This design comes from an exercise in tuning for small area and a short achievable clock period on the open sky130 flow, not from production work.
The RTL was checked by simulation tests, not by an equivalence proof against the original design.
Power figures rest on the tool's default switching activity, not on a simulated workload.

## invaders_top
module invaders_top #(
    parameter int ALIEN_COLS = 6,
    parameter int ALIEN_ROWS = 3
) (
    input  wire logic        clk,
    input  wire logic        reset,
    input  wire logic        frame_tick,
    input  wire logic        fire,
    input  wire logic        left,
    input  wire logic        right,
    input  wire logic        wb_cyc,
    input  wire logic        wb_stb,
    input  wire logic        wb_we,
    input  wire logic [2:0]  wb_adr,
    input  wire logic [31:0] wb_dat_w,
    output logic [31:0]      wb_dat_r,
    output logic             wb_ack
);
    localparam logic [5:0] EXP_START = 6'd1;     
    localparam logic [5:0] EXP_DONE  = 6'd11;    
    function automatic logic ge_c(input logic [9:0] a, input logic [9:0] k);
        ge_c = 1'b1;
        for (int i = 0; i < 10; i++)
            ge_c = k[i] ? (a[i] && ge_c) : (a[i] || ge_c);
    endfunction
    function automatic logic le_c(input logic [9:0] a, input logic [9:0] k);
        le_c = 1'b1;
        for (int i = 0; i < 10; i++)
            le_c = k[i] ? (!a[i] || le_c) : (!a[i] && le_c);
    endfunction
    function automatic logic [10:0] carries(input logic [9:0] a, input logic [9:0] b, input logic cin);
        logic [9:0] g, p, gg, pp, gn, pn;
        g  = a & b;
        p  = a ^ b;
        gg = g;
        pp = p;
        gg[0] = g[0] | (p[0] & cin);
        for (int d = 1; d < 10; d = d * 2) begin
            gn = gg;
  ...
export LEC_CHECK = 0
export ABC_AREA = 1
export CAP_MARGIN = 20
export CORE_MARGIN = 2
export CORE_UTILIZATION = 40
export CTS_BUF_LIST = sky130_fd_sc_hd__clkbuf_4 sky130_fd_sc_hd__clkbuf_8
export CTS_CLUSTER_DIAMETER = 200
export CTS_CLUSTER_SIZE = 30
export SETUP_SLACK_MARGIN = 3.5
export SLEW_MARGIN = 20
create_clock -name core_clock -period 6.0 [get_ports {clk}]
standard.sh (not shown) runs the stock make flow with config.mk's settings and CLKGATE_MAP_FILE= SYNTH_SCRIPT=/design/flow/synth_recipe.tcl, a recipe that flattens the netlist after the stock synthesis.
==> flow/flow/run.sh <==
#!/bin/bash
# The standard layout (the standard.sh), with buf_4 cells as the port
# buffers instead of the delay cells buffer_ports picks by default.
set -euo pipefail
export BUFFER_PORTS_ARGS="-buffer_cell sky130_fd_sc_hd__buf_4"
bash standard.sh > standard.log 2>&1
Rerun with:
- CTS_CLUSTER_DIAMETER: 200 -> unset
- CTS_CLUSTER_SIZE: 30 -> unset
- SETUP_SLACK_MARGIN: 3.5 -> 3.65
Result: The new run completed without violations; global-route usage grows by 0.76 points; via count went up by 1.5%; cell area is higher by 3.6%; worst setup slack gets worse by 41 ps; final cell count goes up by 0.64%; wire length is higher by 4.5%; utilization rose by 1.7 points; total power goes up by 5.5%.
Rerun with:
- CORE_UTILIZATION: 40 -> 50
- SETUP_SLACK_MARGIN: 3.65 -> 3.5
The changed run ran to the end with no violations. Register-to-register slack barely changes. Non-clock buffer count went down by 16. Setup slack gets better by 4.7 ps. Routed wire length went down by a few percent. Cell area went down by a few percent. Total power went down by a few percent. Final cell count went down by a few percent. First-iteration DRC count went up by a few percent.
Rerun with:
- CORE_UTILIZATION: 50 -> 40
- SETUP_SLACK_MARGIN: 3.5 -> 3.6
Final area rises by 3.0%.
Setup slack improved by 28 ps.
Core utilization drops by 9.9 points.
Rerun with:
- SETUP_SLACK_MARGIN: 3.6 -> 3.45
Outcome:
- count of clock-buffer cells in the layout stays the same
- core utilization decreases by 1.7 points
- total power goes down by 5.3%
- worst setup slack loses 49 ps
- cell count is lower by 1.5%
- maximum frequency is lower by 2.0%
- wire length goes down by 3.5%
- critical path depth increases by 4
- clock skew shrinks by 3.9 ps

========
## P
invaders_top, a different RTL version from the one above (not shown whole).
Size in the first run: roughly 150 flip-flops, about 77 I/O pins, ~11000 sq um of cells after synthesis.
make LEC_CHECK=0 CAP_MARGIN=20 CORE_MARGIN=2 CORE_UTILIZATION=40 SETUP_SLACK_MARGIN=2 SLEW_MARGIN=20 finish   # period 6.0 ns
run.sh (not shown) runs the stock make flow with config.mk's settings and CLKGATE_MAP_FILE= SYNTH_SCRIPT=/design/flow/synth_recipe.tcl, a recipe that flattens the netlist after the stock synthesis.
Stock flow here: none of the scripts above is used.
Both conditions hold for P: the flow ran to the end and the final layout passed the timing, design-rule and antenna checks.
Inputs modified between P and Q:
# P
export LEC_CHECK = 0
export CAP_MARGIN = 20
export CORE_MARGIN = 2
export CORE_UTILIZATION = 40
export SETUP_SLACK_MARGIN = 2
export SLEW_MARGIN = 20
create_clock -name core_clock -period 6.0 [get_ports {clk}]
# Q
export LEC_CHECK = 0
export CAP_MARGIN = 20
export CORE_MARGIN = 2
export CORE_UTILIZATION = 40
export SLEW_MARGIN = 20
create_clock -name core_clock -period 6.0 [get_ports {clk}]
Notes after the runs:
Combinational power share delta (P -> Q): insignificant
Sort Q and P by global-route wire length before repair, ascending, and Q comes first.
Net switching power of P is on par with Q.
Wire length per cell after detailed routing of P is on par with Q.
| number of gates on the worst path with buffers counted | lower: Q |
Changes observed in Q relative to P: chip height now sits at about the same level; post-layout instance area went down about 1.9%; filler-free cell count of the finished design saw a decrease; setup slack decreased by 0.22 ns relative to the old numbers.
## Diff of input files: R against Q
# Q
export LEC_CHECK = 0
export CAP_MARGIN = 20
export CORE_MARGIN = 2
export CORE_UTILIZATION = 40
export SLEW_MARGIN = 20
create_clock -name core_clock -period 6.0 [get_ports {clk}]
# R
export LEC_CHECK = 0
export CAP_MARGIN = 20
export CORE_MARGIN = 2
export CORE_UTILIZATION = 40
export SETUP_SLACK_MARGIN = 3
export SLEW_MARGIN = 20
create_clock -name core_clock -period 6.0 [get_ports {clk}]
### Flow results
R went all the way through the flow, and no timing, DRC or antenna check failed. [compare] base=Q new=R: layout overhead on the synthesized area now sits higher, total power shows an increase of 42 uW, final wirelength moved up, area taken by flip-flops and latches up about 0.46%, maximum fanout count along the critical path lost 3. R ended up with a higher first-pass GRT wire length than Q did.

## afterwards: timing with drivers on the ports
In the flow no input, the clock included, has a driving cell. The finished layouts below were timed again as built, in two steps. Step 1, drivers: a clkbuf_16 drives clk and a buf_2 each remaining input, both assumed. Step 2 adds t to the input delays and takes it off the output delays; t is the mean of the earliest and latest rising clock arrival at the registers after step 1. Input paths then give back, and output paths get back, about the clock's delay inside the block. a / b / c = ideal ports / drivers / drivers and shift; a / b = the first two.
run	t (ns)	setup WS [ns]	worst setup path after step 2	clock arrival spread, ns
the first run of note 1	0.519	3.622 / 3.622 / 3.224	input to register	0.022 / 0.022
the second run of note 1	0.514	3.581 / 3.581 / 3.310	input to register	0.022 / 0.022
the third run of note 1	0.520	3.586 / 3.586 / 3.207	input to register	0.015 / 0.016
the fourth run of note 1	0.510	3.613 / 3.613 / 3.238	input to register	0.024 / 0.024
the fifth run of note 1	0.516	3.565 / 3.565 / 3.223	input to register	0.025 / 0.024
P	0.482	2.039 / 2.039 / 1.814	input to register	0.010 / 0.010
Q	0.484	1.819 / 1.819 / 1.454	input to register	0.010 / 0.010
R	0.476	2.151 / 2.151 / 2.151	register to register	0.017 / 0.017
After both steps every run listed still meets setup and hold. The setup slack of the first run of note 1, which loses most, moves by 0.000 ns with the drivers and by -0.398 ns with both steps.
